This design comes from an exercise in tuning for small area and few clock cycles per item on the open sky130 flow, not from production work.
Only simulation tests tie the RTL to the original design; equivalence was not proved.

## flow/config.mk

```make
export PLATFORM = sky130hd
export DESIGN_NAME = sine_oscillator_sample_generator
export DESIGN_NICKNAME = sine_oscillator_sample_generator
export VERILOG_FILES = /design/flow/design.v
export SDC_FILE = /design/flow/constraint.sdc
export NUM_CORES = 4
export LEC_CHECK = 0
export ABC_AREA = 1
export CAP_MARGIN = 20
export CORE_MARGIN = 2
export CORE_UTILIZATION = 40
export CTS_BUF_LIST = sky130_fd_sc_hd__clkbuf_4 sky130_fd_sc_hd__clkbuf_8
export GPL_TIMING_DRIVEN = 0
export SLEW_MARGIN = 20
export SYNTH_HIERARCHICAL = 1
export SYNTH_MEMORY_MAX_BITS = 65536
export SYNTH_MINIMUM_KEEP_SIZE = 0
```

## flow/constraint.sdc

```tcl
create_clock -name core_clock -period 7.5 [get_ports {clk}]
set_input_delay 1.5000 -clock core_clock [delete_from_list [all_inputs] [get_ports {clk}]]
set_output_delay 1.5000 -clock core_clock [all_outputs]
set_load 0.01 [all_outputs]
```

## flow/design.v

```verilog
package sosg_pkg;
    localparam int unsigned PHASE_BITS_DEF      = 32;
    localparam int unsigned TABLE_ADDR_BITS_DEF = 10;
    localparam int unsigned SAMPLE_BITS_DEF     = 16;
    localparam int unsigned CELL_BITS = 8;
    localparam int unsigned AMP_BITS       = 15;
    localparam int unsigned STEP_BITS      = 32;
    localparam int unsigned APB_DATA_BITS  = 32;
    localparam int unsigned APB_ADDR_BITS  = 3;
    localparam logic [AMP_BITS-1:0]  AMP_RESET  = 15'd2048;
    localparam logic [STEP_BITS-1:0] STEP_RESET = 32'd0;
    localparam logic REG_AMPLITUDE  = 1'b0;
    localparam logic REG_PHASE_STEP = 1'b1;
    localparam int unsigned IN_DATA_BITS = 8;
    typedef struct packed {
        logic [AMP_BITS-1:0]  amplitude;
        logic [STEP_BITS-1:0] phase_step;
    } cfg_t;
    typedef struct packed {
        logic restart;
        logic block_end;
        logic carry;
    } cell_ctl_t;
endpackage
module sosg_add32 (
    input  logic [31:0] a,
    input  logic [31:0] b,
    output logic [31:0] s
);
    logic [10:0] s_lo;
    logic [10:0] s_mid;
    logic [9:0]  s_hi;
    logic [10:0] ones_mid;
    logic [9:0]  ones_hi;
    logic        c_lo;
    logic        c_mid0;
    logic        c_mid;
    logic        c_hi0;
    sosg_rca #(.W(11)) u_lo (
        .a (a[10:0]),  .b (b[10:0]),  .ci (1'b0), .s (s_lo),  .co (c_lo)
    );
    sosg_rca #(.W(11)) u_mid (
        .a (a[21:11]), .b (b[21:11]), .ci (1'b0), .s (s_mid), .co (c_mid0)
    );
    sosg_rca #(.W(10)) u_hi (
        .a (a[31:22]), .b (b[31:22]), .ci (1'b0), .s (s_hi),  .co (c_hi0)
    );
    assign ones_mid[0] = 1'b1;
    assign ones_hi[0]  = 1'b1;
    genvar i;
    generate
        for (i = 1; i < 11; i++)
        begin : g_mid
            assign ones_mid[i] = ones_mid[i-1] & s_mid[i-1];
        end
        for (i = 1; i < 10; i++)
        begin : g_hi
            assign ones_hi[i] = ones_hi[i-1] & s_hi[i-1];
        end
    endgenerate
    assign c_mid = c_mid0 | (c_lo & ones_mid[10] & s_mid[10]);
    assign s     = {s_hi ^ ({10{c_mid}} & ones_hi), s_mid ^ ({11{c_lo}} & ones_mid), s_lo};
endmodule
module sosg_rca #(
    parameter int unsigned W = 8
) (
    input  logic [W-1:0] a,
    input  logic [W-1:0] b,
    input  logic         ci,
    output logic [W-1:0] s,
    output logic         co
);
    logic [W:0] c;
    assign c[0] = ci;
    genvar i;
    generate
        for (i = 0; i < W; i++)
        begin : g_bit
            sosg_fa u_fa (
                .a  (a[i]),
                .b  (b[i]),
                .c  (c[i]),
                .s  (s[i]),
                .co (c[i+1])
            );
        end
    endgenerate
    assign co = c[W];
endmodule
module sosg_qrom (
    input  logic [10:0] addr,
    output logic [15:0] data
);
    logic [6:0] x;
    logic [2:0] c;
    logic [17:0] u;
    logic [8:0] sl;
    logic e;
    logic [18:0] p;
    assign x = addr[9:3];
    assign c = addr[2:0];
    always_comb
    begin
        case (x)
            7'd0: u = 18'd4;
            7'd1: u = 18'd3220;
            7'd2: u = 18'd6436;
            7'd3: u = 18'd9654;
            7'd4: u = 18'd12868;
            7'd5: u = 18'd16079;
            7'd6: u = 18'd19295;
            7'd7: u = 18'd22494;
            7'd8: u = 18'd25703;
            7'd9: u = 18'd28900;
            7'd10: u = 18'd32092;
            7'd11: u = 18'd35284;
            7'd12: u = 18'd38466;
            7'd13: u = 18'd41646;
            7'd14: u = 18'd44823;
            7'd15: u = 18'd47986;
            7'd16: u = 18'd51149;
            7'd17: u = 18'd54303;
            7'd18: u = 18'd57445;
            7'd19: u = 18'd60573;
            7'd20: u = 18'd63698;
            7'd21: u = 18'd66812;
            7'd22: u = 18'd69921;
            7'd23: u = 18'd73019;
            7'd24: u = 18'd76103;
            7'd25: u = 18'd79172;
            7'd26: u = 18'd82234;
            7'd27: u = 18'd85280;
            7'd28: u = 18'd88318;
            7'd29: u = 18'd91343;
            7'd30: u = 18'd94350;
            7'd31: u = 18'd97340;
            7'd32: u = 18'd100322;
            7'd33: u = 18'd103287;
            7'd34: u = 18'd106236;
            7'd35: u = 18'd109169;
            7'd36: u = 18'd112086;
            7'd37: u = 18'd114991;
            7'd38: u = 18'd117868;
            7'd39: u = 18'd120735;
            7'd40: u = 18'd123581;
            7'd41: u = 18'd126407;
            7'd42: u = 18'd129212;
            7'd43: u = 18'd132002;
            7'd44: u = 18'd134775;
            7'd45: u = 18'd137524;
            7'd46: u = 18'd140250;
            7'd47: u = 18'd142959;
            7'd48: u = 18'd145644;
            7'd49: u = 18'd148306;
            7'd50: u = 18'd150951;
            7'd51: u = 18'd153564;
            7'd52: u = 18'd156166;
            7'd53: u = 18'd158734;
            7'd54: u = 18'd161287;
            7'd55: u = 18'd163807;
            7'd56: u = 18'd166309;
            7'd57: u = 18'd168782;
            7'd58: u = 18'd171230;
            7'd59: u = 18'd173655;
            7'd60: u = 18'd176055;
            7'd61: u = 18'd178420;
            7'd62: u = 18'd180766;
            7'd63: u = 18'd183077;
            7'd64: u = 18'd185367;
            7'd65: u = 18'd187630;
            7'd66: u = 18'd189863;
            7'd67: u = 18'd192071;
            7'd68: u = 18'd194236;
            7'd69: u = 18'd196391;
            7'd70: u = 18'd198503;
            7'd71: u = 18'd200590;
            7'd72: u = 18'd202647;
            7'd73: u = 18'd204668;
            7'd74: u = 18'd206664;
            7'd75: u = 18'd208630;
            7'd76: u = 18'd210560;
            7'd77: u = 18'd212458;
            7'd78: u = 18'd214330;
            7'd79: u = 18'd216166;
            7'd80: u = 18'd217968;
            7'd81: u = 18'd219742;
            7'd82: u = 18'd221479;
            7'd83: u = 18'd223183;
            7'd84: u = 18'd224852;
            7'd85: u = 18'd226495;
            7'd86: u = 18'd228092;
            7'd87: u = 18'd229663;
            7'd88: u = 18'd231192;
            7'd89: u = 18'd232695;
            7'd90: u = 18'd234159;
            7'd91: u = 18'd235588;
            7'd92: u = 18'd236978;
            7'd93: u = 18'd238340;
            7'd94: u = 18'd239661;
            7'd95: u = 18'd240944;
            7'd96: u = 18'd242199;
            7'd97: u = 18'd243407;
            7'd98: u = 18'd244582;
            7'd99: u = 18'd245724;
            7'd100: u = 18'd246826;
            7'd101: u = 18'd247895;
            7'd102: u = 18'd248916;
            7'd103: u = 18'd249910;
            7'd104: u = 18'd250862;
            7'd105: u = 18'd251772;
            7'd106: u = 18'd252654;
            7'd107: u = 18'd253492;
            7'd108: u = 18'd254295;
            7'd109: u = 18'd255055;
            7'd110: u = 18'd255780;
            7'd111: u = 18'd256468;
            7'd112: u = 18'd257108;
            7'd113: u = 18'd257719;
            7'd114: u = 18'd258290;
            7'd115: u = 18'd258823;
            7'd116: u = 18'd259311;
            7'd117: u = 18'd259767;
            7'd118: u = 18'd260180;
            7'd119: u = 18'd260550;
            7'd120: u = 18'd260887;
            7'd121: u = 18'd261183;
            7'd122: u = 18'd261439;
            7'd123: u = 18'd261653;
            7'd124: u = 18'd261837;
            7'd125: u = 18'd261972;
            7'd126: u = 18'd262071;
            7'd127: u = 18'd262130;
            default: u = 18'd0;
        endcase
    end
    always_comb
    begin
        case (x)
            7'd0: sl = 9'd402;
            7'd1: sl = 9'd402;
            7'd2: sl = 9'd402;
            7'd3: sl = 9'd401;
            7'd4: sl = 9'd401;
            7'd5: sl = 9'd401;
            7'd6: sl = 9'd399;
            7'd7: sl = 9'd401;
            7'd8: sl = 9'd399;
            7'd9: sl = 9'd399;
            7'd10: sl = 9'd399;
            7'd11: sl = 9'd398;
            7'd12: sl = 9'd398;
            7'd13: sl = 9'd397;
            7'd14: sl = 9'd395;
            7'd15: sl = 9'd395;
            7'd16: sl = 9'd393;
            7'd17: sl = 9'd391;
            7'd18: sl = 9'd391;
            7'd19: sl = 9'd391;
            7'd20: sl = 9'd390;
            7'd21: sl = 9'd389;
            7'd22: sl = 9'd387;
            7'd23: sl = 9'd385;
            7'd24: sl = 9'd383;
            7'd25: sl = 9'd383;
            7'd26: sl = 9'd381;
            7'd27: sl = 9'd380;
            7'd28: sl = 9'd378;
            7'd29: sl = 9'd375;
            7'd30: sl = 9'd374;
            7'd31: sl = 9'd373;
            7'd32: sl = 9'd371;
            7'd33: sl = 9'd369;
            7'd34: sl = 9'd367;
            7'd35: sl = 9'd365;
            7'd36: sl = 9'd362;
            7'd37: sl = 9'd359;
            7'd38: sl = 9'd358;
            7'd39: sl = 9'd355;
            7'd40: sl = 9'd353;
            7'd41: sl = 9'd351;
            7'd42: sl = 9'd349;
            7'd43: sl = 9'd347;
            7'd44: sl = 9'd343;
            7'd45: sl = 9'd341;
            7'd46: sl = 9'd339;
            7'd47: sl = 9'd335;
            7'd48: sl = 9'd333;
            7'd49: sl = 9'd331;
            7'd50: sl = 9'd327;
            7'd51: sl = 9'd325;
            7'd52: sl = 9'd321;
            7'd53: sl = 9'd319;
            7'd54: sl = 9'd315;
            7'd55: sl = 9'd313;
            7'd56: sl = 9'd309;
            7'd57: sl = 9'd306;
            7'd58: sl = 9'd303;
            7'd59: sl = 9'd299;
            7'd60: sl = 9'd295;
            7'd61: sl = 9'd293;
            7'd62: sl = 9'd289;
            7'd63: sl = 9'd287;
            7'd64: sl = 9'd283;
            7'd65: sl = 9'd279;
            7'd66: sl = 9'd275;
            7'd67: sl = 9'd271;
            7'd68: sl = 9'd269;
            7'd69: sl = 9'd263;
            7'd70: sl = 9'd261;
            7'd71: sl = 9'd257;
            7'd72: sl = 9'd253;
            7'd73: sl = 9'd250;
            7'd74: sl = 9'd246;
            7'd75: sl = 9'd241;
            7'd76: sl = 9'd238;
            7'd77: sl = 9'd235;
            7'd78: sl = 9'd230;
            7'd79: sl = 9'd226;
            7'd80: sl = 9'd222;
            7'd81: sl = 9'd217;
            7'd82: sl = 9'd213;
            7'd83: sl = 9'd209;
            7'd84: sl = 9'd205;
            7'd85: sl = 9'd199;
            7'd86: sl = 9'd196;
            7'd87: sl = 9'd191;
            7'd88: sl = 9'd188;
            7'd89: sl = 9'd183;
            7'd90: sl = 9'd179;
            7'd91: sl = 9'd174;
            7'd92: sl = 9'd171;
            7'd93: sl = 9'd165;
            7'd94: sl = 9'd161;
            7'd95: sl = 9'd156;
            7'd96: sl = 9'd151;
            7'd97: sl = 9'd147;
            7'd98: sl = 9'd143;
            7'd99: sl = 9'd138;
            7'd100: sl = 9'd133;
            7'd101: sl = 9'd127;
            7'd102: sl = 9'd124;
            7'd103: sl = 9'd119;
            7'd104: sl = 9'd114;
            7'd105: sl = 9'd111;
            7'd106: sl = 9'd105;
            7'd107: sl = 9'd100;
            7'd108: sl = 9'd95;
            7'd109: sl = 9'd91;
            7'd110: sl = 9'd86;
            7'd111: sl = 9'd81;
            7'd112: sl = 9'd77;
            7'd113: sl = 9'd71;
            7'd114: sl = 9'd67;
            7'd115: sl = 9'd61;
            7'd116: sl = 9'd57;
            7'd117: sl = 9'd51;
            7'd118: sl = 9'd47;
            7'd119: sl = 9'd42;
            7'd120: sl = 9'd37;
            7'd121: sl = 9'd31;
            7'd122: sl = 9'd27;
            7'd123: sl = 9'd23;
            7'd124: sl = 9'd17;
            7'd125: sl = 9'd13;
            7'd126: sl = 9'd7;
            7'd127: sl = 9'd3;
            default: sl = 9'd0;
        endcase
    end
    always_comb
    begin
        case (addr[9:0])
            10'd31: e = 1'b1;
            10'd117: e = 1'b1;
            10'd170: e = 1'b1;
            10'd250: e = 1'b1;
            10'd292: e = 1'b1;
            10'd317: e = 1'b1;
            10'd338: e = 1'b1;
            10'd410: e = 1'b1;
            10'd413: e = 1'b1;
            10'd460: e = 1'b1;
            10'd477: e = 1'b1;
            10'd517: e = 1'b1;
            10'd533: e = 1'b1;
            10'd546: e = 1'b1;
            10'd549: e = 1'b1;
            10'd585: e = 1'b1;
            10'd607: e = 1'b1;
            10'd659: e = 1'b1;
            10'd674: e = 1'b1;
            10'd692: e = 1'b1;
            10'd707: e = 1'b1;
            10'd731: e = 1'b1;
            10'd763: e = 1'b1;
            10'd765: e = 1'b1;
            10'd781: e = 1'b1;
            10'd804: e = 1'b1;
            10'd813: e = 1'b1;
            10'd818: e = 1'b1;
            10'd820: e = 1'b1;
            10'd836: e = 1'b1;
            10'd860: e = 1'b1;
            10'd883: e = 1'b1;
            10'd898: e = 1'b1;
            10'd905: e = 1'b1;
            10'd906: e = 1'b1;
            10'd907: e = 1'b1;
            10'd908: e = 1'b1;
            10'd923: e = 1'b1;
            10'd941: e = 1'b1;
            10'd955: e = 1'b1;
            10'd956: e = 1'b1;
            10'd963: e = 1'b1;
            10'd970: e = 1'b1;
            10'd971: e = 1'b1;
            10'd972: e = 1'b1;
            10'd973: e = 1'b1;
            10'd974: e = 1'b1;
            10'd981: e = 1'b1;
            default: e = 1'b0;
        endcase
    end
    logic [18:0] ra, rb, g, t;
    logic [3:0] cl;
    logic [18:3] ch;
    logic t1;
    logic t2;
    logic t3;
    logic t4;
    logic t5;
    logic t6;
    logic t7;
    logic t8;
    logic t9;
    logic t10;
    logic t11;
    logic t12;
    logic t13;
    logic t14;
    logic t15;
    logic t16;
    logic t17;
    logic t18;
    logic t19;
    logic t20;
    logic t21;
    logic t22;
    logic t23;
    logic t24;
    logic t25;
    logic t26;
    logic t27;
    logic t28;
    logic t29;
    logic t30;
    logic t31;
    logic t32;
    logic t33;
    logic t34;
    logic t35;
    logic t36;
    logic t37;
    logic t38;
    logic t39;
    logic t40;
    logic t41;
    logic t42;
    logic t43;
    logic t44;
    logic t45;
    logic t46;
    logic t47;
    logic t48;
    assign t1 = u[3] ^ (sl[3] & c[0]);
    assign t2 = u[3] & (sl[3] & c[0]);
    assign t3 = u[4] ^ (sl[4] & c[0]);
    assign t4 = u[4] & (sl[4] & c[0]);
    assign t5 = u[5] ^ (sl[5] & c[0]);
    assign t6 = u[5] & (sl[5] & c[0]);
    assign t7 = u[6] ^ (sl[6] & c[0]);
    assign t8 = u[6] & (sl[6] & c[0]);
    assign t9 = u[7] ^ (sl[7] & c[0]);
    assign t10 = u[7] & (sl[7] & c[0]);
    assign t11 = u[8] ^ (sl[8] & c[0]);
    assign t12 = u[8] & (sl[8] & c[0]);
    assign t13 = u[2] ^ (sl[2] & c[0]);
    assign t14 = u[2] & (sl[2] & c[0]);
    sosg_fa u_fa_t15 (.a((sl[2] & c[1])), .b((sl[1] & c[2])), .c(e), .s(t15), .co(t16));
    sosg_fa u_fa_t17 (.a((sl[3] & c[1])), .b((sl[2] & c[2])), .c(t3), .s(t17), .co(t18));
    sosg_fa u_fa_t19 (.a((sl[4] & c[1])), .b((sl[3] & c[2])), .c(t5), .s(t19), .co(t20));
    sosg_fa u_fa_t21 (.a((sl[5] & c[1])), .b((sl[4] & c[2])), .c(t7), .s(t21), .co(t22));
    sosg_fa u_fa_t23 (.a((sl[6] & c[1])), .b((sl[5] & c[2])), .c(t9), .s(t23), .co(t24));
    sosg_fa u_fa_t25 (.a((sl[7] & c[1])), .b((sl[6] & c[2])), .c(t11), .s(t25), .co(t26));
    sosg_fa u_fa_t27 (.a(u[9]), .b((sl[8] & c[1])), .c((sl[7] & c[2])), .s(t27), .co(t28));
    assign t29 = u[1] ^ (sl[1] & c[0]);
    assign t30 = u[1] & (sl[1] & c[0]);
    sosg_fa u_fa_t31 (.a((sl[1] & c[1])), .b((sl[0] & c[2])), .c(t13), .s(t31), .co(t32));
    sosg_fa u_fa_t33 (.a(t1), .b(t15), .c(t14), .s(t33), .co(t34));
    sosg_fa u_fa_t35 (.a(t2), .b(t17), .c(t16), .s(t35), .co(t36));
    sosg_fa u_fa_t37 (.a(t4), .b(t19), .c(t18), .s(t37), .co(t38));
    sosg_fa u_fa_t39 (.a(t6), .b(t21), .c(t20), .s(t39), .co(t40));
    sosg_fa u_fa_t41 (.a(t8), .b(t23), .c(t22), .s(t41), .co(t42));
    sosg_fa u_fa_t43 (.a(t10), .b(t25), .c(t24), .s(t43), .co(t44));
    sosg_fa u_fa_t45 (.a(t12), .b(t27), .c(t26), .s(t45), .co(t46));
    sosg_fa u_fa_t47 (.a(u[10]), .b((sl[8] & c[2])), .c(t28), .s(t47), .co(t48));
    assign ra[0] = u[0];
    assign rb[0] = (sl[0] & c[0]);
    assign ra[1] = (sl[0] & c[1]);
    assign rb[1] = t29;
    assign ra[2] = t31;
    assign rb[2] = t30;
    assign ra[3] = t33;
    assign rb[3] = t32;
    assign ra[4] = t35;
    assign rb[4] = t34;
    assign ra[5] = t37;
    assign rb[5] = t36;
    assign ra[6] = t39;
    assign rb[6] = t38;
    assign ra[7] = t41;
    assign rb[7] = t40;
    assign ra[8] = t43;
    assign rb[8] = t42;
    assign ra[9] = t45;
    assign rb[9] = t44;
    assign ra[10] = t47;
    assign rb[10] = t46;
    assign ra[11] = u[11];
    assign rb[11] = t48;
    assign ra[12] = u[12];
    assign rb[12] = 1'b0;
    assign ra[13] = u[13];
    assign rb[13] = 1'b0;
    assign ra[14] = u[14];
    assign rb[14] = 1'b0;
    assign ra[15] = u[15];
    assign rb[15] = 1'b0;
    assign ra[16] = u[16];
    assign rb[16] = 1'b0;
    assign ra[17] = u[17];
    assign rb[17] = 1'b0;
    assign ra[18] = 1'b0;
    assign rb[18] = 1'b0;
    assign g = ra & rb;
    assign t = ra ^ rb;
    assign cl[0] = 1'b0;
    assign cl[1] = g[0] | (t[0] & cl[0]);
    assign cl[2] = g[1] | (t[1] & cl[1]);
    assign cl[3] = g[2] | (t[2] & cl[2]);
    logic pg0, pp0;
    assign pg0 = g[4] | (t[4] & g[3]);
    assign pp0 = t[4] & t[3];
    logic pg1, pp1;
    assign pg1 = g[6] | (t[6] & g[5]);
    assign pp1 = t[6] & t[5];
    logic pg2, pp2;
    assign pg2 = g[8] | (t[8] & g[7]);
    assign pp2 = t[8] & t[7];
    logic pg3, pp3;
    assign pg3 = g[10] | (t[10] & g[9]);
    assign pp3 = t[10] & t[9];
    logic pg4, pp4;
    assign pg4 = g[12] | (t[12] & g[11]);
    assign pp4 = t[12] & t[11];
    logic pg5, pp5;
    assign pg5 = g[14] | (t[14] & g[13]);
    assign pp5 = t[14] & t[13];
    logic pg6, pp6;
    assign pg6 = g[16] | (t[16] & g[15]);
    assign pp6 = t[16] & t[15];
    logic pg7, pp7;
    assign pg7 = g[5] | (t[5] & pg0);
    assign pp7 = t[5] & pp0;
    logic pg8, pp8;
    assign pg8 = pg1 | (pp1 & pg0);
    assign pp8 = pp1 & pp0;
    logic pg9, pp9;
    assign pg9 = g[9] | (t[9] & pg2);
    assign pp9 = t[9] & pp2;
    logic pg10, pp10;
    assign pg10 = pg3 | (pp3 & pg2);
    assign pp10 = pp3 & pp2;
    logic pg11, pp11;
    assign pg11 = g[13] | (t[13] & pg4);
    assign pp11 = t[13] & pp4;
    logic pg12, pp12;
    assign pg12 = pg5 | (pp5 & pg4);
    assign pp12 = pp5 & pp4;
    logic pg13, pp13;
    assign pg13 = g[17] | (t[17] & pg6);
    assign pp13 = t[17] & pp6;
    logic pg14, pp14;
    assign pg14 = g[7] | (t[7] & pg8);
    assign pp14 = t[7] & pp8;
    logic pg15, pp15;
    assign pg15 = pg2 | (pp2 & pg8);
    assign pp15 = pp2 & pp8;
    logic pg16, pp16;
    assign pg16 = pg9 | (pp9 & pg8);
    assign pp16 = pp9 & pp8;
    logic pg17, pp17;
    assign pg17 = pg10 | (pp10 & pg8);
    assign pp17 = pp10 & pp8;
    logic pg18, pp18;
    assign pg18 = g[15] | (t[15] & pg12);
    assign pp18 = t[15] & pp12;
    logic pg19, pp19;
    assign pg19 = pg6 | (pp6 & pg12);
    assign pp19 = pp6 & pp12;
    logic pg20, pp20;
    assign pg20 = pg13 | (pp13 & pg12);
    assign pp20 = pp13 & pp12;
    logic pg21, pp21;
    assign pg21 = g[11] | (t[11] & pg17);
    assign pp21 = t[11] & pp17;
    logic pg22, pp22;
    assign pg22 = pg4 | (pp4 & pg17);
    assign pp22 = pp4 & pp17;
    logic pg23, pp23;
    assign pg23 = pg11 | (pp11 & pg17);
    assign pp23 = pp11 & pp17;
    logic pg24, pp24;
    assign pg24 = pg12 | (pp12 & pg17);
    assign pp24 = pp12 & pp17;
    logic pg25, pp25;
    assign pg25 = pg18 | (pp18 & pg17);
    assign pp25 = pp18 & pp17;
    logic pg26, pp26;
    assign pg26 = pg19 | (pp19 & pg17);
    assign pp26 = pp19 & pp17;
    logic pg27, pp27;
    assign pg27 = pg20 | (pp20 & pg17);
    assign pp27 = pp20 & pp17;
    assign ch[3] = cl[3];
    assign ch[4] = g[3] | (t[3] & cl[3]);
    assign ch[5] = pg0 | (pp0 & cl[3]);
    assign ch[6] = pg7 | (pp7 & cl[3]);
    assign ch[7] = pg8 | (pp8 & cl[3]);
    assign ch[8] = pg14 | (pp14 & cl[3]);
    assign ch[9] = pg15 | (pp15 & cl[3]);
    assign ch[10] = pg16 | (pp16 & cl[3]);
    assign ch[11] = pg17 | (pp17 & cl[3]);
    assign ch[12] = pg21 | (pp21 & cl[3]);
    assign ch[13] = pg22 | (pp22 & cl[3]);
    assign ch[14] = pg23 | (pp23 & cl[3]);
    assign ch[15] = pg24 | (pp24 & cl[3]);
    assign ch[16] = pg25 | (pp25 & cl[3]);
    assign ch[17] = pg26 | (pp26 & cl[3]);
    assign ch[18] = pg27 | (pp27 & cl[3]);
    assign p[2:0] = '0;
    assign p[18:3] = t[18:3] ^ ch[18:3];
    assign data = {addr[10] | p[18], p[17:3]};
endmodule
module sosg_mul (
    input  logic [14:0] a,
    input  logic [14:0] b,
    output logic [14:0] p
);
    logic [16:0] ax;
    logic [15:0] bx;
    logic [7:0] one, two, sg, ns;
    logic [15:0] pp [0:7];
    logic [29:0] ra, rb, g, t;
    logic [15:0] cl;
    logic [29:15] ch;
    logic n1;
    logic n2;
    logic n3;
    logic n4;
    logic n5;
    logic n6;
    logic n7;
    logic n8;
    logic n9;
    logic n10;
    logic n11;
    logic n12;
    logic n13;
    logic n14;
    logic n15;
    logic n16;
    logic n17;
    logic n18;
    logic n19;
    logic n20;
    logic n21;
    logic n22;
    logic n23;
    logic n24;
    logic n25;
    logic n26;
    logic n27;
    logic n28;
    logic n29;
    logic n30;
    logic n31;
    logic n32;
    logic n33;
    logic n34;
    logic n35;
    logic n36;
    logic n37;
    logic n38;
    logic n39;
    logic n40;
    logic n41;
    logic n42;
    logic n43;
    logic n44;
    logic n45;
    logic n46;
    logic n47;
    logic n48;
    logic n49;
    logic n50;
    logic n51;
    logic n52;
    logic n53;
    logic n54;
    logic n55;
    logic n56;
    logic n57;
    logic n58;
    logic n59;
    logic n60;
    logic n61;
    logic n62;
    logic n63;
    logic n64;
    logic n65;
    logic n66;
    logic n67;
    logic n68;
    logic n69;
    logic n70;
    logic n71;
    logic n72;
    logic n73;
    logic n74;
    logic n75;
    logic n76;
    logic n77;
    logic n78;
    logic n79;
    logic n80;
    logic n81;
    logic n82;
    logic n83;
    logic n84;
    logic n85;
    logic n86;
    logic n87;
    logic n88;
    logic n89;
    logic n90;
    logic n91;
    logic n92;
    logic n93;
    logic n94;
    logic n95;
    logic n96;
    logic n97;
    logic n98;
    logic n99;
    logic n100;
    logic n101;
    logic n102;
    logic n103;
    logic n104;
    logic n105;
    logic n106;
    logic n107;
    logic n108;
    logic n109;
    logic n110;
    logic n111;
    logic n112;
    logic n113;
    logic n114;
    logic n115;
    logic n116;
    logic n117;
    logic n118;
    logic n119;
    logic n120;
    logic n121;
    logic n122;
    logic n123;
    logic n124;
    logic n125;
    logic n126;
    logic n127;
    logic n128;
    logic n129;
    logic n130;
    logic n131;
    logic n132;
    logic n133;
    logic n134;
    logic n135;
    logic n136;
    logic n137;
    logic n138;
    logic n139;
    logic n140;
    logic n141;
    logic n142;
    logic n143;
    logic n144;
    logic n145;
    logic n146;
    logic n147;
    logic n148;
    logic n149;
    logic n150;
    logic n151;
    logic n152;
    logic n153;
    logic n154;
    logic n155;
    logic n156;
    logic n157;
    logic n158;
    logic n159;
    logic n160;
    logic n161;
    logic n162;
    logic n163;
    logic n164;
    logic n165;
    logic n166;
    logic n167;
    logic n168;
    logic n169;
    logic n170;
    logic n171;
    logic n172;
    logic n173;
    logic n174;
    logic n175;
    logic n176;
    logic n177;
    logic n178;
    logic n179;
    logic n180;
    logic n181;
    logic n182;
    logic n183;
    logic n184;
    logic n185;
    logic n186;
    logic n187;
    logic n188;
    logic n189;
    logic n190;
    logic n191;
    logic n192;
    logic n193;
    logic n194;
    logic n195;
    logic n196;
    logic n197;
    logic n198;
    logic n199;
    logic n200;
    logic n201;
    logic n202;
    logic n203;
    logic n204;
    logic n205;
    logic n206;
    logic n207;
    logic n208;
    logic n209;
    logic n210;
    logic n211;
    logic n212;
    logic n213;
    logic n214;
    logic n215;
    logic n216;
    logic n217;
    logic n218;
    logic n219;
    logic n220;
    logic n221;
    logic n222;
    logic n223;
    logic n224;
    assign ax = {1'd0, a, 1'b0};
    assign bx = {b, 1'b0};
    genvar i, j;
    generate
        for (i = 0; i < 8; i++)
        begin : g_d
            assign one[i] = ax[2*i+1] ^ ax[2*i];
            assign two[i] = (ax[2*i+2] & ~ax[2*i+1] & ~ax[2*i]) | (~ax[2*i+2] & ax[2*i+1] & ax[2*i]);
            assign sg[i]  = ax[2*i+2] & ~(ax[2*i+1] & ax[2*i]);
            assign ns[i]  = ~sg[i];
            for (j = 0; j <= 15; j++)
            begin : g_b
                assign pp[i][j] = (((j < 15) ? (one[i] & b[j < 15 ? j : 0]) : 1'b0) | (two[i] & bx[j])) ^ sg[i];
            end
        end
    endgenerate
    assign n1 = pp[0][10] ^ pp[1][8];
    assign n2 = pp[0][10] & pp[1][8];
    assign n3 = pp[0][11] ^ pp[1][9];
    assign n4 = pp[0][11] & pp[1][9];
    sosg_fa u_fa0 (.a(pp[0][12]), .b(pp[1][10]), .c(pp[2][8]), .s(n5), .co(n6));
    assign n7 = pp[3][6] ^ pp[4][4];
    assign n8 = pp[3][6] & pp[4][4];
    sosg_fa u_fa1 (.a(pp[0][13]), .b(pp[1][11]), .c(pp[2][9]), .s(n9), .co(n10));
    assign n11 = pp[3][7] ^ pp[4][5];
    assign n12 = pp[3][7] & pp[4][5];
    sosg_fa u_fa2 (.a(pp[0][14]), .b(pp[1][12]), .c(pp[2][10]), .s(n13), .co(n14));
    sosg_fa u_fa3 (.a(pp[3][8]), .b(pp[4][6]), .c(pp[5][4]), .s(n15), .co(n16));
    assign n17 = pp[6][2] ^ pp[7][0];
    assign n18 = pp[6][2] & pp[7][0];
    sosg_fa u_fa4 (.a(pp[0][15]), .b(pp[1][13]), .c(pp[2][11]), .s(n19), .co(n20));
    sosg_fa u_fa5 (.a(pp[3][9]), .b(pp[4][7]), .c(pp[5][5]), .s(n21), .co(n22));
    assign n23 = pp[6][3] ^ pp[7][1];
    assign n24 = pp[6][3] & pp[7][1];
    sosg_fa u_fa6 (.a(ns[0]), .b(pp[1][14]), .c(pp[2][12]), .s(n25), .co(n26));
    sosg_fa u_fa7 (.a(pp[3][10]), .b(pp[4][8]), .c(pp[5][6]), .s(n27), .co(n28));
    sosg_fa u_fa8 (.a(pp[6][4]), .b(pp[7][2]), .c(1'b1), .s(n29), .co(n30));
    sosg_fa u_fa9 (.a(pp[1][15]), .b(pp[2][13]), .c(pp[3][11]), .s(n31), .co(n32));
    sosg_fa u_fa10 (.a(pp[4][9]), .b(pp[5][7]), .c(pp[6][5]), .s(n33), .co(n34));
    assign n35 = pp[7][3] ^ 1'b1;
    assign n36 = pp[7][3] & 1'b1;
    sosg_fa u_fa11 (.a(ns[1]), .b(pp[2][14]), .c(pp[3][12]), .s(n37), .co(n38));
    sosg_fa u_fa12 (.a(pp[4][10]), .b(pp[5][8]), .c(pp[6][6]), .s(n39), .co(n40));
    sosg_fa u_fa13 (.a(pp[2][15]), .b(pp[3][13]), .c(pp[4][11]), .s(n41), .co(n42));
    assign n43 = pp[5][9] ^ pp[6][7];
    assign n44 = pp[5][9] & pp[6][7];
    sosg_fa u_fa14 (.a(ns[2]), .b(pp[3][14]), .c(pp[4][12]), .s(n45), .co(n46));
    assign n47 = pp[3][15] ^ pp[4][13];
    assign n48 = pp[3][15] & pp[4][13];
    assign n49 = pp[0][6] ^ pp[1][4];
    assign n50 = pp[0][6] & pp[1][4];
    assign n51 = pp[0][7] ^ pp[1][5];
    assign n52 = pp[0][7] & pp[1][5];
    sosg_fa u_fa15 (.a(pp[0][8]), .b(pp[1][6]), .c(pp[2][4]), .s(n53), .co(n54));
    assign n55 = pp[3][2] ^ pp[4][0];
    assign n56 = pp[3][2] & pp[4][0];
    sosg_fa u_fa16 (.a(pp[0][9]), .b(pp[1][7]), .c(pp[2][5]), .s(n57), .co(n58));
    assign n59 = pp[3][3] ^ pp[4][1];
    assign n60 = pp[3][3] & pp[4][1];
    sosg_fa u_fa17 (.a(pp[2][6]), .b(pp[3][4]), .c(pp[4][2]), .s(n61), .co(n62));
    sosg_fa u_fa18 (.a(pp[5][0]), .b(sg[5]), .c(n1), .s(n63), .co(n64));
    sosg_fa u_fa19 (.a(pp[2][7]), .b(pp[3][5]), .c(pp[4][3]), .s(n65), .co(n66));
    sosg_fa u_fa20 (.a(pp[5][1]), .b(n3), .c(n2), .s(n67), .co(n68));
    sosg_fa u_fa21 (.a(pp[5][2]), .b(pp[6][0]), .c(sg[6]), .s(n69), .co(n70));
    sosg_fa u_fa22 (.a(n5), .b(n7), .c(n4), .s(n71), .co(n72));
    sosg_fa u_fa23 (.a(pp[5][3]), .b(pp[6][1]), .c(n9), .s(n73), .co(n74));
    sosg_fa u_fa24 (.a(n11), .b(n6), .c(n8), .s(n75), .co(n76));
    sosg_fa u_fa25 (.a(sg[7]), .b(n13), .c(n15), .s(n77), .co(n78));
    sosg_fa u_fa26 (.a(n17), .b(n10), .c(n12), .s(n79), .co(n80));
    sosg_fa u_fa27 (.a(n19), .b(n21), .c(n23), .s(n81), .co(n82));
    sosg_fa u_fa28 (.a(n14), .b(n16), .c(n18), .s(n83), .co(n84));
    sosg_fa u_fa29 (.a(n25), .b(n27), .c(n29), .s(n85), .co(n86));
    sosg_fa u_fa30 (.a(n20), .b(n22), .c(n24), .s(n87), .co(n88));
    sosg_fa u_fa31 (.a(n31), .b(n33), .c(n35), .s(n89), .co(n90));
    sosg_fa u_fa32 (.a(n26), .b(n28), .c(n30), .s(n91), .co(n92));
    sosg_fa u_fa33 (.a(pp[7][4]), .b(n37), .c(n39), .s(n93), .co(n94));
    sosg_fa u_fa34 (.a(n32), .b(n34), .c(n36), .s(n95), .co(n96));
    sosg_fa u_fa35 (.a(pp[7][5]), .b(1'b1), .c(n41), .s(n97), .co(n98));
    sosg_fa u_fa36 (.a(n43), .b(n38), .c(n40), .s(n99), .co(n100));
    sosg_fa u_fa37 (.a(pp[5][10]), .b(pp[6][8]), .c(pp[7][6]), .s(n101), .co(n102));
    sosg_fa u_fa38 (.a(n45), .b(n42), .c(n44), .s(n103), .co(n104));
    sosg_fa u_fa39 (.a(pp[5][11]), .b(pp[6][9]), .c(pp[7][7]), .s(n105), .co(n106));
    sosg_fa u_fa40 (.a(1'b1), .b(n47), .c(n46), .s(n107), .co(n108));
    sosg_fa u_fa41 (.a(ns[3]), .b(pp[4][14]), .c(pp[5][12]), .s(n109), .co(n110));
    sosg_fa u_fa42 (.a(pp[6][10]), .b(pp[7][8]), .c(n48), .s(n111), .co(n112));
    sosg_fa u_fa43 (.a(pp[4][15]), .b(pp[5][13]), .c(pp[6][11]), .s(n113), .co(n114));
    assign n115 = pp[7][9] ^ 1'b1;
    assign n116 = pp[7][9] & 1'b1;
    sosg_fa u_fa44 (.a(ns[4]), .b(pp[5][14]), .c(pp[6][12]), .s(n117), .co(n118));
    assign n119 = pp[5][15] ^ pp[6][13];
    assign n120 = pp[5][15] & pp[6][13];
    assign n121 = pp[0][4] ^ pp[1][2];
    assign n122 = pp[0][4] & pp[1][2];
    assign n123 = pp[0][5] ^ pp[1][3];
    assign n124 = pp[0][5] & pp[1][3];
    sosg_fa u_fa45 (.a(pp[2][2]), .b(pp[3][0]), .c(sg[3]), .s(n125), .co(n126));
    sosg_fa u_fa46 (.a(pp[2][3]), .b(pp[3][1]), .c(n51), .s(n127), .co(n128));
    sosg_fa u_fa47 (.a(sg[4]), .b(n53), .c(n55), .s(n129), .co(n130));
    sosg_fa u_fa48 (.a(n57), .b(n59), .c(n54), .s(n131), .co(n132));
    sosg_fa u_fa49 (.a(n61), .b(n63), .c(n58), .s(n133), .co(n134));
    sosg_fa u_fa50 (.a(n65), .b(n67), .c(n62), .s(n135), .co(n136));
    sosg_fa u_fa51 (.a(n69), .b(n71), .c(n66), .s(n137), .co(n138));
    sosg_fa u_fa52 (.a(n73), .b(n75), .c(n70), .s(n139), .co(n140));
    sosg_fa u_fa53 (.a(n77), .b(n79), .c(n74), .s(n141), .co(n142));
    sosg_fa u_fa54 (.a(n81), .b(n83), .c(n78), .s(n143), .co(n144));
    sosg_fa u_fa55 (.a(n85), .b(n87), .c(n82), .s(n145), .co(n146));
    sosg_fa u_fa56 (.a(n89), .b(n91), .c(n86), .s(n147), .co(n148));
    sosg_fa u_fa57 (.a(n93), .b(n95), .c(n90), .s(n149), .co(n150));
    sosg_fa u_fa58 (.a(n97), .b(n99), .c(n94), .s(n151), .co(n152));
    sosg_fa u_fa59 (.a(n101), .b(n103), .c(n98), .s(n153), .co(n154));
    sosg_fa u_fa60 (.a(n105), .b(n107), .c(n102), .s(n155), .co(n156));
    sosg_fa u_fa61 (.a(n109), .b(n111), .c(n106), .s(n157), .co(n158));
    sosg_fa u_fa62 (.a(n113), .b(n115), .c(n110), .s(n159), .co(n160));
    sosg_fa u_fa63 (.a(pp[7][10]), .b(n117), .c(n114), .s(n161), .co(n162));
    sosg_fa u_fa64 (.a(pp[7][11]), .b(1'b1), .c(n119), .s(n163), .co(n164));
    sosg_fa u_fa65 (.a(ns[5]), .b(pp[6][14]), .c(pp[7][12]), .s(n165), .co(n166));
    assign n167 = pp[6][15] ^ pp[7][13];
    assign n168 = pp[6][15] & pp[7][13];
    assign n169 = pp[0][2] ^ pp[1][0];
    assign n170 = pp[0][2] & pp[1][0];
    assign n171 = pp[0][3] ^ pp[1][1];
    assign n172 = pp[0][3] & pp[1][1];
    sosg_fa u_fa66 (.a(pp[2][0]), .b(sg[2]), .c(n121), .s(n173), .co(n174));
    sosg_fa u_fa67 (.a(pp[2][1]), .b(n123), .c(n122), .s(n175), .co(n176));
    sosg_fa u_fa68 (.a(n49), .b(n125), .c(n124), .s(n177), .co(n178));
    sosg_fa u_fa69 (.a(n50), .b(n127), .c(n126), .s(n179), .co(n180));
    sosg_fa u_fa70 (.a(n52), .b(n129), .c(n128), .s(n181), .co(n182));
    sosg_fa u_fa71 (.a(n56), .b(n131), .c(n130), .s(n183), .co(n184));
    sosg_fa u_fa72 (.a(n60), .b(n133), .c(n132), .s(n185), .co(n186));
    sosg_fa u_fa73 (.a(n64), .b(n135), .c(n134), .s(n187), .co(n188));
    sosg_fa u_fa74 (.a(n68), .b(n137), .c(n136), .s(n189), .co(n190));
    sosg_fa u_fa75 (.a(n72), .b(n139), .c(n138), .s(n191), .co(n192));
    sosg_fa u_fa76 (.a(n76), .b(n141), .c(n140), .s(n193), .co(n194));
    sosg_fa u_fa77 (.a(n80), .b(n143), .c(n142), .s(n195), .co(n196));
    sosg_fa u_fa78 (.a(n84), .b(n145), .c(n144), .s(n197), .co(n198));
    sosg_fa u_fa79 (.a(n88), .b(n147), .c(n146), .s(n199), .co(n200));
    sosg_fa u_fa80 (.a(n92), .b(n149), .c(n148), .s(n201), .co(n202));
    sosg_fa u_fa81 (.a(n96), .b(n151), .c(n150), .s(n203), .co(n204));
    sosg_fa u_fa82 (.a(n100), .b(n153), .c(n152), .s(n205), .co(n206));
    sosg_fa u_fa83 (.a(n104), .b(n155), .c(n154), .s(n207), .co(n208));
    sosg_fa u_fa84 (.a(n108), .b(n157), .c(n156), .s(n209), .co(n210));
    sosg_fa u_fa85 (.a(n112), .b(n159), .c(n158), .s(n211), .co(n212));
    sosg_fa u_fa86 (.a(n116), .b(n161), .c(n160), .s(n213), .co(n214));
    sosg_fa u_fa87 (.a(n118), .b(n163), .c(n162), .s(n215), .co(n216));
    sosg_fa u_fa88 (.a(n120), .b(n165), .c(n164), .s(n217), .co(n218));
    sosg_fa u_fa89 (.a(1'b1), .b(n167), .c(n166), .s(n219), .co(n220));
    sosg_fa u_fa90 (.a(ns[6]), .b(pp[7][14]), .c(n168), .s(n221), .co(n222));
    assign n223 = pp[7][15] ^ 1'b1;
    assign n224 = pp[7][15] & 1'b1;
    assign ra[0] = pp[0][0];
    assign rb[0] = sg[0];
    assign ra[1] = pp[0][1];
    assign rb[1] = 1'b0;
    assign ra[2] = sg[1];
    assign rb[2] = n169;
    assign ra[3] = n171;
    assign rb[3] = n170;
    assign ra[4] = n173;
    assign rb[4] = n172;
    assign ra[5] = n175;
    assign rb[5] = n174;
    assign ra[6] = n177;
    assign rb[6] = n176;
    assign ra[7] = n179;
    assign rb[7] = n178;
    assign ra[8] = n181;
    assign rb[8] = n180;
    assign ra[9] = n183;
    assign rb[9] = n182;
    assign ra[10] = n185;
    assign rb[10] = n184;
    assign ra[11] = n187;
    assign rb[11] = n186;
    assign ra[12] = n189;
    assign rb[12] = n188;
    assign ra[13] = n191;
    assign rb[13] = n190;
    assign ra[14] = n193;
    assign rb[14] = n192;
    assign ra[15] = n195;
    assign rb[15] = n194;
    assign ra[16] = n197;
    assign rb[16] = n196;
    assign ra[17] = n199;
    assign rb[17] = n198;
    assign ra[18] = n201;
    assign rb[18] = n200;
    assign ra[19] = n203;
    assign rb[19] = n202;
    assign ra[20] = n205;
    assign rb[20] = n204;
    assign ra[21] = n207;
    assign rb[21] = n206;
    assign ra[22] = n209;
    assign rb[22] = n208;
    assign ra[23] = n211;
    assign rb[23] = n210;
    assign ra[24] = n213;
    assign rb[24] = n212;
    assign ra[25] = n215;
    assign rb[25] = n214;
    assign ra[26] = n217;
    assign rb[26] = n216;
    assign ra[27] = n219;
    assign rb[27] = n218;
    assign ra[28] = n221;
    assign rb[28] = n220;
    assign ra[29] = n223;
    assign rb[29] = n222;
    assign g = ra & rb;
    assign t = ra ^ rb;
    assign cl[0] = 1'b0;
    genvar k;
    generate
        for (k = 0; k < 15; k++)
        begin : g_lo
            assign cl[k+1] = g[k] | (t[k] & cl[k]);
        end
    endgenerate
    logic gg0, gp0;
    assign gg0 = g[16] | (t[16] & g[15]);
    assign gp0 = t[16] & t[15];
    logic gg1, gp1;
    assign gg1 = g[18] | (t[18] & g[17]);
    assign gp1 = t[18] & t[17];
    logic gg2, gp2;
    assign gg2 = g[20] | (t[20] & g[19]);
    assign gp2 = t[20] & t[19];
    logic gg3, gp3;
    assign gg3 = g[22] | (t[22] & g[21]);
    assign gp3 = t[22] & t[21];
    logic gg4, gp4;
    assign gg4 = g[24] | (t[24] & g[23]);
    assign gp4 = t[24] & t[23];
    logic gg5, gp5;
    assign gg5 = g[26] | (t[26] & g[25]);
    assign gp5 = t[26] & t[25];
    logic gg6, gp6;
    assign gg6 = g[28] | (t[28] & g[27]);
    assign gp6 = t[28] & t[27];
    logic gg7, gp7;
    assign gg7 = g[17] | (t[17] & gg0);
    assign gp7 = t[17] & gp0;
    logic gg8, gp8;
    assign gg8 = gg1 | (gp1 & gg0);
    assign gp8 = gp1 & gp0;
    logic gg9, gp9;
    assign gg9 = g[21] | (t[21] & gg2);
    assign gp9 = t[21] & gp2;
    logic gg10, gp10;
    assign gg10 = gg3 | (gp3 & gg2);
    assign gp10 = gp3 & gp2;
    logic gg11, gp11;
    assign gg11 = g[25] | (t[25] & gg4);
    assign gp11 = t[25] & gp4;
    logic gg12, gp12;
    assign gg12 = gg5 | (gp5 & gg4);
    assign gp12 = gp5 & gp4;
    logic gg13, gp13;
    assign gg13 = g[19] | (t[19] & gg8);
    assign gp13 = t[19] & gp8;
    logic gg14, gp14;
    assign gg14 = gg2 | (gp2 & gg8);
    assign gp14 = gp2 & gp8;
    logic gg15, gp15;
    assign gg15 = gg9 | (gp9 & gg8);
    assign gp15 = gp9 & gp8;
    logic gg16, gp16;
    assign gg16 = gg10 | (gp10 & gg8);
    assign gp16 = gp10 & gp8;
    logic gg17, gp17;
    assign gg17 = g[27] | (t[27] & gg12);
    assign gp17 = t[27] & gp12;
    logic gg18, gp18;
    assign gg18 = gg6 | (gp6 & gg12);
    assign gp18 = gp6 & gp12;
    logic gg19, gp19;
    assign gg19 = g[23] | (t[23] & gg16);
    assign gp19 = t[23] & gp16;
    logic gg20, gp20;
    assign gg20 = gg4 | (gp4 & gg16);
    assign gp20 = gp4 & gp16;
    logic gg21, gp21;
    assign gg21 = gg11 | (gp11 & gg16);
    assign gp21 = gp11 & gp16;
    logic gg22, gp22;
    assign gg22 = gg12 | (gp12 & gg16);
    assign gp22 = gp12 & gp16;
    logic gg23, gp23;
    assign gg23 = gg17 | (gp17 & gg16);
    assign gp23 = gp17 & gp16;
    logic gg24, gp24;
    assign gg24 = gg18 | (gp18 & gg16);
    assign gp24 = gp18 & gp16;
    assign ch[15] = cl[15];
    assign ch[16] = g[15] | (t[15] & cl[15]);
    assign ch[17] = gg0 | (gp0 & cl[15]);
    assign ch[18] = gg7 | (gp7 & cl[15]);
    assign ch[19] = gg8 | (gp8 & cl[15]);
    assign ch[20] = gg13 | (gp13 & cl[15]);
    assign ch[21] = gg14 | (gp14 & cl[15]);
    assign ch[22] = gg15 | (gp15 & cl[15]);
    assign ch[23] = gg16 | (gp16 & cl[15]);
    assign ch[24] = gg19 | (gp19 & cl[15]);
    assign ch[25] = gg20 | (gp20 & cl[15]);
    assign ch[26] = gg21 | (gp21 & cl[15]);
    assign ch[27] = gg22 | (gp22 & cl[15]);
    assign ch[28] = gg23 | (gp23 & cl[15]);
    assign ch[29] = gg24 | (gp24 & cl[15]);
    assign p = t[29:15] ^ ch[29:15];
endmodule
module sosg_fa (
    input  logic a,
    input  logic b,
    input  logic c,
    output logic s,
    output logic co
);
    assign s  = a ^ b ^ c;
    assign co = (a & b) | (a & c) | (b & c);
endmodule
module sine_oscillator_sample_generator #(
    parameter int unsigned PHASE_BITS      = sosg_pkg::PHASE_BITS_DEF,
    parameter int unsigned TABLE_ADDR_BITS = sosg_pkg::TABLE_ADDR_BITS_DEF,
    parameter int unsigned SAMPLE_BITS     = sosg_pkg::SAMPLE_BITS_DEF
) (
    input  logic                                clk,
    input  logic                                rst_n,
    input  logic                                s_tvalid,
    output logic                                s_tready,
    input  logic [sosg_pkg::IN_DATA_BITS-1:0]   s_tdata,   
    input  logic                                s_tlast,
    output logic                                m_tvalid,
    input  logic                                m_tready,
    output logic [((SAMPLE_BITS+7)/8)*8-1:0]    m_tdata,   
    output logic                                m_tlast,
    input  logic                                psel,
    input  logic                                penable,
    input  logic                                pwrite,
    input  logic [sosg_pkg::APB_ADDR_BITS-1:0]  paddr,
    input  logic [sosg_pkg::APB_DATA_BITS-1:0]  pwdata,
    output logic [sosg_pkg::APB_DATA_BITS-1:0]  prdata,
    output logic                                pready
);
    logic [14:0] amplitude_reg;
    logic [31:0] phase_step_reg;
    logic        wr_en;
    logic        adv;
    logic        acc;
    logic        restart;
    logic [31:0] phase_reg;
    logic [31:0] phase_sum;
    logic [11:0] phase_top;
    logic [10:0] rom_addr;
    logic [15:0] ent;
    logic [15:0] ent_reg;
    logic        neg1_reg;
    logic        last1_reg;
    logic        v1_reg;
    logic [14:0] prod;
    logic [14:0] mag;
    logic [14:0] mag_reg;
    logic        neg2_reg;
    logic        last2_reg;
    logic        v2_reg;
    assign pready = 1'b1;
    assign wr_en  = psel && penable && pwrite;
    always_ff @(posedge clk or negedge rst_n)
    begin
        if (!rst_n)
        begin
            amplitude_reg  <= sosg_pkg::AMP_RESET;
            phase_step_reg <= sosg_pkg::STEP_RESET;
        end
        else if (wr_en)
        begin
            if (paddr[2])
                phase_step_reg <= pwdata;
            else
                amplitude_reg  <= pwdata[14:0];
        end
    end
    assign prdata = paddr[2] ? phase_step_reg : {17'd0, amplitude_reg};
    assign adv      = !v2_reg || m_tready;
    assign s_tready = adv;
    assign acc      = s_tvalid && adv;
    assign restart  = s_tdata[0];
    sosg_add32 u_add (
        .a (phase_reg),
        .b (phase_step_reg),
        .s (phase_sum)
    );
    always_ff @(posedge clk or negedge rst_n)
    begin
        if (!rst_n)
            phase_reg <= '0;
        else if (acc)
            phase_reg <= restart ? phase_step_reg : phase_sum;
    end
    assign phase_top = phase_reg[31:20];
    assign rom_addr = phase_top[10] ? (11'd1024 - {1'b0, phase_top[9:0]}) : {1'b0, phase_top[9:0]};
    sosg_qrom u_qrom (
        .addr (rom_addr),
        .data (ent)
    );
    always_ff @(posedge clk or negedge rst_n)
    begin
        if (!rst_n)
        begin
            v1_reg <= 1'b0;
            v2_reg <= 1'b0;
        end
        else if (adv)
        begin
            v1_reg <= s_tvalid;
            v2_reg <= v1_reg;
        end
    end
    always_ff @(posedge clk)
    begin
        if (adv)
        begin
            ent_reg   <= restart ? 16'd0 : ent;
            neg1_reg  <= phase_top[11];
            last1_reg <= s_tlast;
            mag_reg   <= mag;
            neg2_reg  <= neg1_reg;
            last2_reg <= last1_reg;
        end
    end
    sosg_mul u_mul (
        .a (amplitude_reg),
        .b (ent_reg[14:0]),
        .p (prod)
    );
    assign mag = prod | (amplitude_reg & {15{ent_reg[15]}});
    assign m_tvalid = v2_reg;
    assign m_tdata  = neg2_reg ? (16'd0 - {1'b0, mag_reg}) : {1'b0, mag_reg};
    assign m_tlast  = last2_reg;
endmodule
```

## flow/flow/run.sh

```bash
#!/bin/bash
set -euo pipefail
export BUFFER_PORTS_ARGS="-buffer_cell sky130_fd_sc_hd__buf_1"
export CTS_ARGS="-sink_clustering_enable -repair_clock_nets -buf_list {sky130_fd_sc_hd__clkbuf_4 sky130_fd_sc_hd__clkbuf_8} -sink_clustering_size 30 -sink_clustering_max_diameter 80 -dont_use_dummy_load"
bash standard.sh > standard.log 2>&1
```

## flow/standard.sh

```bash
#!/bin/bash
# synth_recipe.tcl (not shown) runs the flow's synth.tcl, then flattens the netlist and writes it again
# the make line also repeats each setting of config.mk as NAME=value (left out here)
make -C /OpenROAD-flow-scripts/flow DESIGN_CONFIG=/design/flow/config.mk WORK_HOME=/design/flow/orfs CLKGATE_MAP_FILE= SYNTH_SCRIPT=/design/flow/synth_recipe.tcl "${@:-finish}"
```

==> results of run 1 <==
==> metal layers <==
layer	up-vias	wire, um
met5	-	0
met4	0	4210
met3	207	4270
met2	784	33700
met1	8556	28500
li1	8014	-
==> cell usage after synthesis (all sizes together) (2+ instances only) <==
cell type	count
a21oi	86
buf	58
or3	2
nand4	22
a21o	3
inv	323
o221ai	8
o211ai	25
o2111ai	6
o22ai	121
xor2	123
dfrtp	80
o31ai	3
nor4	2
nor2	214
a311oi	4
o21a	3
edfxtp	35
a221oi	5
o311ai	4
a22o	3
a31oi	12
ha	94
nand2	552
nand3b	2
conb	4
a32oi	2
o21bai	17
nand3	122
and3	2
nor3	25
xnor2	12
clkbuf	57
fa	141
a211oi	3
o21ai	193
==> what timing repair did <==
action	in CTS	in global routing
setup endpoints to repair	11	11
gates cloned	0	0
resized for setup	3	9
setup buffers	1	2
hold buffers	0	0
hold endpoints to repair	0	0
pin swaps	0	1
==> final timing paths <==
check                                     end  slack, ns  cells past startpoint
setup / recovery                  ent_reg[10]       0.40                     31
max in group asynchronous   amplitude_reg[11]       5.57                      3
setup reg to reg                  ent_reg[10]       0.40                     31
hold / removal                      last2_reg       0.43                      0
min in group asynchronous  phase_step_reg[25]       1.04                      1
hold reg to reg                     last2_reg       0.43                      0
==> modules after synthesis, one instance, submodules excluded, excerpt <==
module | flip-flops and latches | area [sq um] | cells inside
sine_oscillator_sample_generator | 116 | 5700 | 681
sosg_add32 | 0 | 442 | 67
sosg_fa | 0 | 20.0 | 1
sosg_mul | 0 | 3590 | 573
sosg_qrom | 0 | 4480 | 913
==> worst max-delay path: cells and delay by family (launching register included) <==
kind                       cells  cell delay, ns
and+or+nand+nor               16            1.88
DFF                            1            0.49
adders and majority gates      4            1.66
buffers and inverters          6            1.63
AOI/OAI and AO/OA              5            1.15
==> cell families after synthesis <==
group / Yosys count / share of synthesized area (%)
adder cells (fa/ha/maj): 235 / 23.5
AND/OR/NAND/NOR: 944 / 23.4
flip-flops: 116 / 18.1
AO/OA/AOI/OAI: 500 / 17.3
buffers and inverters: 439 / 10.6
other: 4 / 0.0883
XOR/XNOR: 135 / 6.96
==> stage by stage <==
| step | hold slack, ns | instances | util (%) | setup WS (ns) | cell area [sq um] |
|---|---|---|---|---|---|
| final | 0.433 | 3033 | 44.0 | 0.403 | 18400 |
| after global routing | 0.448 | 3033 | 44.0 | 0.0300 | 18400 |
| after CTS | 0.433 | 3031 | 43.9 | 0.144 | 18400 |
| after detailed placement | 0.410 | 3013 | 43.2 | -0.533 | 18100 |
| after global placement | 0.401 | 3009 | 43.0 | -1.34 | 18000 |
| after floorplan | 0.400 | 2379 | - | 1.41 | 17000 |
==> cell type report <==
| class | instances | area share [%] |
|---|---|---|
| sequential | 116 | 16.7 |
| multi-input combinational | 1824 | 66.2 |
| timing repair buffer | 98 | 2.41 |
| inverter | 324 | 6.61 |
| tap | 539 | 3.66 |
| buffer | 115 | 3.20 |
| clock buffer | 17 | 1.27 |
==> run notes, run 1 <==
Crit path arrival time=7.32 ns; ANT nets after route=0; CTS clk-pin slew, worst paths=0.06 ns; IO Pins=103; min-delay worst type=flop to flop; antenna cells=0; share of post-route cells with drive strength above 1=5.85%; Syn Area/Cell=7.16 sq um; antenna violations before repair=0; hold path startpoint=last1_reg; most common cell after layout, fill and taps aside=nand2_1; worst endpoint required time=7.72 ns; largest net degree at the start of global routing=31; Initial Util=40.5%; First-pass DRT Iterations=6; Die Span Y=210 um; Post-Syn Area=17,000 sq um; Unique masters post-synth=58; final hold vios=0; Area Overhead vs Synth=8.52%; routed via count=17.6k; htree depth=4; Synth area leaders=fa_1 17%, nand2_1 12%, dfrtp_1 12%, ha_1 6.9%, inv_1 6.9%; worst r2r src=phase_reg[20]; critical path's most frequent cell=nand2_1; Total Routing Usage GR=32.4%; Port Buffers=91; register area share after synthesis=18.1%; Yosys top cell by area=fa_1; Synth Warn #=11; clk buf depth=2; critical path class=flop to flop; Gate Count Post-Synth=2,373; CTS tree=built; die width=210 um; final net count=2,782; Critical-path top delay cell=buf_1; Tcrit/Tclk final=94.6%; area fraction of the dominant cell type after synthesis=16.6%; drt drc=0; Initial DRC Count=1,545; Crit. Startpoint=phase_reg[20]; DIE AREA=44,200 sq um; Max Slew Vio Count=0; register area=3080 sq um; GPL Wtd Cong=1.01; area of the multi-input gates=12,200 sq um; vias in the first global route=17.5k; Most Crowded Layer GR=met2; skew final=0.0311 ns; worst rel slew slack=27.1%; Vias/cell=5.79; clock buffer count from CTS=17; met2 Use GR=55.1%; clk latency of the worst-skew pair=0.50 ns; CP Launch Type=flop; Sum Neg Setup Slack=0 ns; met1 usage=40.0%; most frequent cells in the layout=535 x nand2_1, 309 x inv_1, 197 x nor2_1; Min Clock Period, post-route=7.10 ns; CTS Sinks=116; WL final=70.7 mm; status=finished clean; max frequency=141 MHz; unrepaired setup endpoints after global routing=false; HPWL after DPL=56.7 mm; Worst Setup End Kind=flop; number of synthesized flops with an enable pin=35; Post-synth ARST share=69.8%; Root Buffer=clkbuf_8; Avg WL per Cell=23.3 um; MaxCap Viol Count=0; Final setup viols=0; number of fill cells=4,425; total gr overflow=0; first-pass GRT wire length=107 mm; Post-synth top flop=dfrtp_1; Largest stage delay, worst path=0.61 ns; worst slew pin tran=1.09 ns; M3 GR Usage=4.23%; core area=41,900 sq um; synthesis-stage register bit count=116; Crit Path Max Fanout=10; row count=75
Testbench counts, summed over its fixed seeds: cycles 19,264, items 19,200.
==> run 2: changes to the inputs <==
--- a/flow/config.mk
+++ b/flow/config.mk
@@ -11,6 +11,7 @@
 export CORE_UTILIZATION = 40
 export CTS_BUF_LIST = sky130_fd_sc_hd__clkbuf_4 sky130_fd_sc_hd__clkbuf_8
 export GPL_TIMING_DRIVEN = 0
+export SETUP_SLACK_MARGIN = 0.2
 export SLEW_MARGIN = 20
 export SYNTH_HIERARCHICAL = 1
 export SYNTH_MEMORY_MAX_BITS = 65536
==> run 2 against run 1 <==
Synthesized cell count unchanged. Setup slack improved by 0.16 ns. Final area increased by 0.16%. Flip-flop and latch count unchanged. Register-to-register slack improved by 0.16 ns.
==> run notes, run 2 <==
status=finished clean; Post-Layout Inst Area=18,500 sq um; Crit Path Max Fanout=10; Max Slew Vio Count=0; R2R cell count=30; final net count=2,782; setup ws final=0.563 ns; Synth Warn #=11; Unique masters post-synth=58; WL final=70.8 mm; Synth area leaders=fa_1 17%, nand2_1 12%, dfrtp_1 12%, ha_1 6.9%, inv_1 6.9%; CTS clk-pin slew, worst paths=0.06 ns; Vias/cell=5.79; Post-Syn Area=17,000 sq um; clock buffer count from CTS=17; routed via count=17.6k; Root Buffer=clkbuf_8; simple-gate share of the synthesized area=23.4%; GPL Wtd Cong=1.01; ANT nets after route=0; final hold vios=0; Area Overhead vs Synth=8.69%; CP Launch Type=flop; HPWL after DPL=56.7 mm; Die Span Y=210 um; IO Pins=103; critical path class=flop to flop; Post-synth ARST share=69.8%; antenna violations before repair=0; largest family of logic cells by synthesized area=adder cells; Port Buffers=91; worst flop-to-flop path endpoint=ent_reg[10]; core area=41,900 sq um; hold path startpoint=last1_reg; worst slew pin tran=1.07 ns; register-to-register setup slack=0.56 ns; most common cell in the netlist=nand2_1; total gr overflow=0; vias in the first global route=17.6k; Critical-path top delay cell=fa_1; M3 GR Usage=4.23%; most common cell after layout, fill and taps aside=nand2_1; share of post-route cells with drive strength above 1=6.21%; Post-Synth Adder-Cell Area=23.5%; Initial Util=40.5%; worst endpoint required time=7.72 ns; placed insts=3,013; CTS tree=built; Total Routing Usage GR=32.4%; top cells by count, synth=537 x nand2_1, 311 x inv_1, 200 x nor2_1; proportion of synthesized area in mux cells=0%; most frequent cells in the layout=534 x nand2_1, 309 x inv_1, 196 x nor2_1; number of synthesized flops with an enable pin=35; htree depth=4; MaxCap Viol Count=0; Initial DRC Count=1,511; Worst Setup End Kind=flop; die width=210 um; worst r2r src=phase_reg[20]; Layout Cells excl Fill=3,033; Tcrit/Tclk final=92.5%; Yosys top cell by area=fa_1; clk buf depth=2; first-pass GRT wire length=108 mm; Gate Count Post-Synth=2,373; register area=3080 sq um; area of the multi-input gates=12,200 sq um; Avg WL per Cell=23.3 um; First-pass DRT Iterations=6; DIE AREA=44,200 sq um; Most Crowded Layer GR=met2; clk latency of the worst-skew pair=0.50 ns; antenna cells=0; met1 usage=40.0%; met2 Use GR=55.2%; min-delay worst type=flop to flop; critical path's most frequent cell=nand2_1; Crit path arrival time=7.16 ns; largest net degree at the start of global routing=31; unrepaired setup endpoints after global routing=false; worst rel slew slack=28.4%; drt drc=0; number of fill cells=4,421; max frequency=144 MHz; Worst Hold End=last2_reg; dpl cell area=18,100 sq um; Final setup viols=0; # hold bufs at CTS=0; Hold Path Stages=0; Syn Area/Cell=7.16 sq um; Min Clock Period, post-route=6.94 ns; synthesis-stage register bit count=116; CTS Sinks=116; Place WS=-0.533 ns; post-synthesis xor/xnor area fraction=6.96%; Largest stage delay, worst path=0.51 ns; skew final=0.0332 ns; Post-synth top flop=dfrtp_1; row count=75; area fraction of the dominant cell type after synthesis=16.6%; Compound-Gate Fraction of Synth Area=17.3%; register area share after synthesis=18.1%; hold slack=0.433 ns
[run 2: critical path, delay by kind of cell (launching register included)]
family / cells / cell delay (ns)
AOI/OAI and AO/OA: 5 / 1.06
adders and majority gates: 4 / 1.66
buffers and inverters: 6 / 1.53
DFF: 1 / 0.49
and+or+nand+nor: 15 / 1.88
[run 2: cell families after synthesis]
group / Yosys count
AO/OA/AOI/OAI: 500
flip-flops: 116
adder cells (fa/ha/maj): 235
XOR/XNOR: 135
AND/OR/NAND/NOR: 944
buffers and inverters: 439
other: 4
[run 2: area by class of cell]
cell class / instances / area share [%]
inverters: 324 / 6.60
clock buffers: 17 / 1.27
multi-input cells: 1824 / 66.2
plain buffers: 115 / 3.24
well taps: 539 / 3.65
repair buffers: 98 / 2.40
flip-flops and latches: 116 / 16.7
[run 2: what timing repair did]
action                                 in CTS  in global routing
cloned                                      0                  0
pin swaps                                   1                  0
endpoints found under the hold margin       0                  0
setup endpoints to repair                  14                 14
buffers inserted                            2                  1
resized for setup                           3                 24
[run 2: layer usage]
layer	share of wire, %	wire length, um
met5	0	0
met4	5.9	4180
met1	40	28400
met3	6.1	4350
met2	48	33900
[run 2: Yosys stat by module (local to each module, per instance), a selection]
module / times used / flops+latches / cells inside
sosg_mul: 1 / 0 / 573
sine_oscillator_sample_generator: 1 / 116 / 681
sosg_fa: 139 / 0 / 1
sosg_add32: 1 / 0 / 67
sosg_qrom: 1 / 0 / 913
[run 2: how the worst max path moves through the flow]
stage / from / end / slack, ns / cells after the start
after global routing: phase_reg[20] / ent_reg[12] / 0.22 / 32
final: phase_reg[20] / ent_reg[10] / 0.56 / 30
after global placement: phase_reg[20] / ent_reg[12] / -1.34 / 30
after detailed placement: phase_reg[20] / ent_reg[12] / -0.53 / 32
after floorplan: phase_reg[0] / phase_reg[23] / 1.41 / 22
after CTS: phase_reg[20] / ent_reg[12] / 0.24 / 31
[run 2: metrics by stage]
stage / util, % / TNS (ns)
final: 44.0 / 0
after global routing: 44.0 / 0
after CTS: 43.9 / 0
after detailed placement: 43.2 / -3.93
after global placement: 43.0 / -16.15
after floorplan: - / 0

[what the ideal ports hide]
The results above use ideal ports. As a check the final layouts listed here were re-extracted and re-timed, cells and wires unchanged.
Step 1: set_driving_cell puts a clkbuf_16 on clk and a buf_2 on each other input, an assumption about the parent block.
Step 2, shift: input delay + t, output delay - t, t = (earliest + latest rising clock arrival at the registers) / 2. This alone moves slack from input paths to output paths.
Three values: no drivers, after step 1, after step 2; two values: the first two.
run	shift t [ns]	slack for setup (ns)	clock arrival spread, ns	slew at the worst register clock pin (ns)	worst data-port slew with drivers (ns)
run 1	0.533	0.403 / 0.403 / 0.403	0.032 / 0.032	0.09 / 0.09	0.05
run 2	0.534	0.563 / 0.563 / 0.563	0.035 / 0.034	0.09 / 0.09	0.05
After both steps every run listed still meets setup and hold.
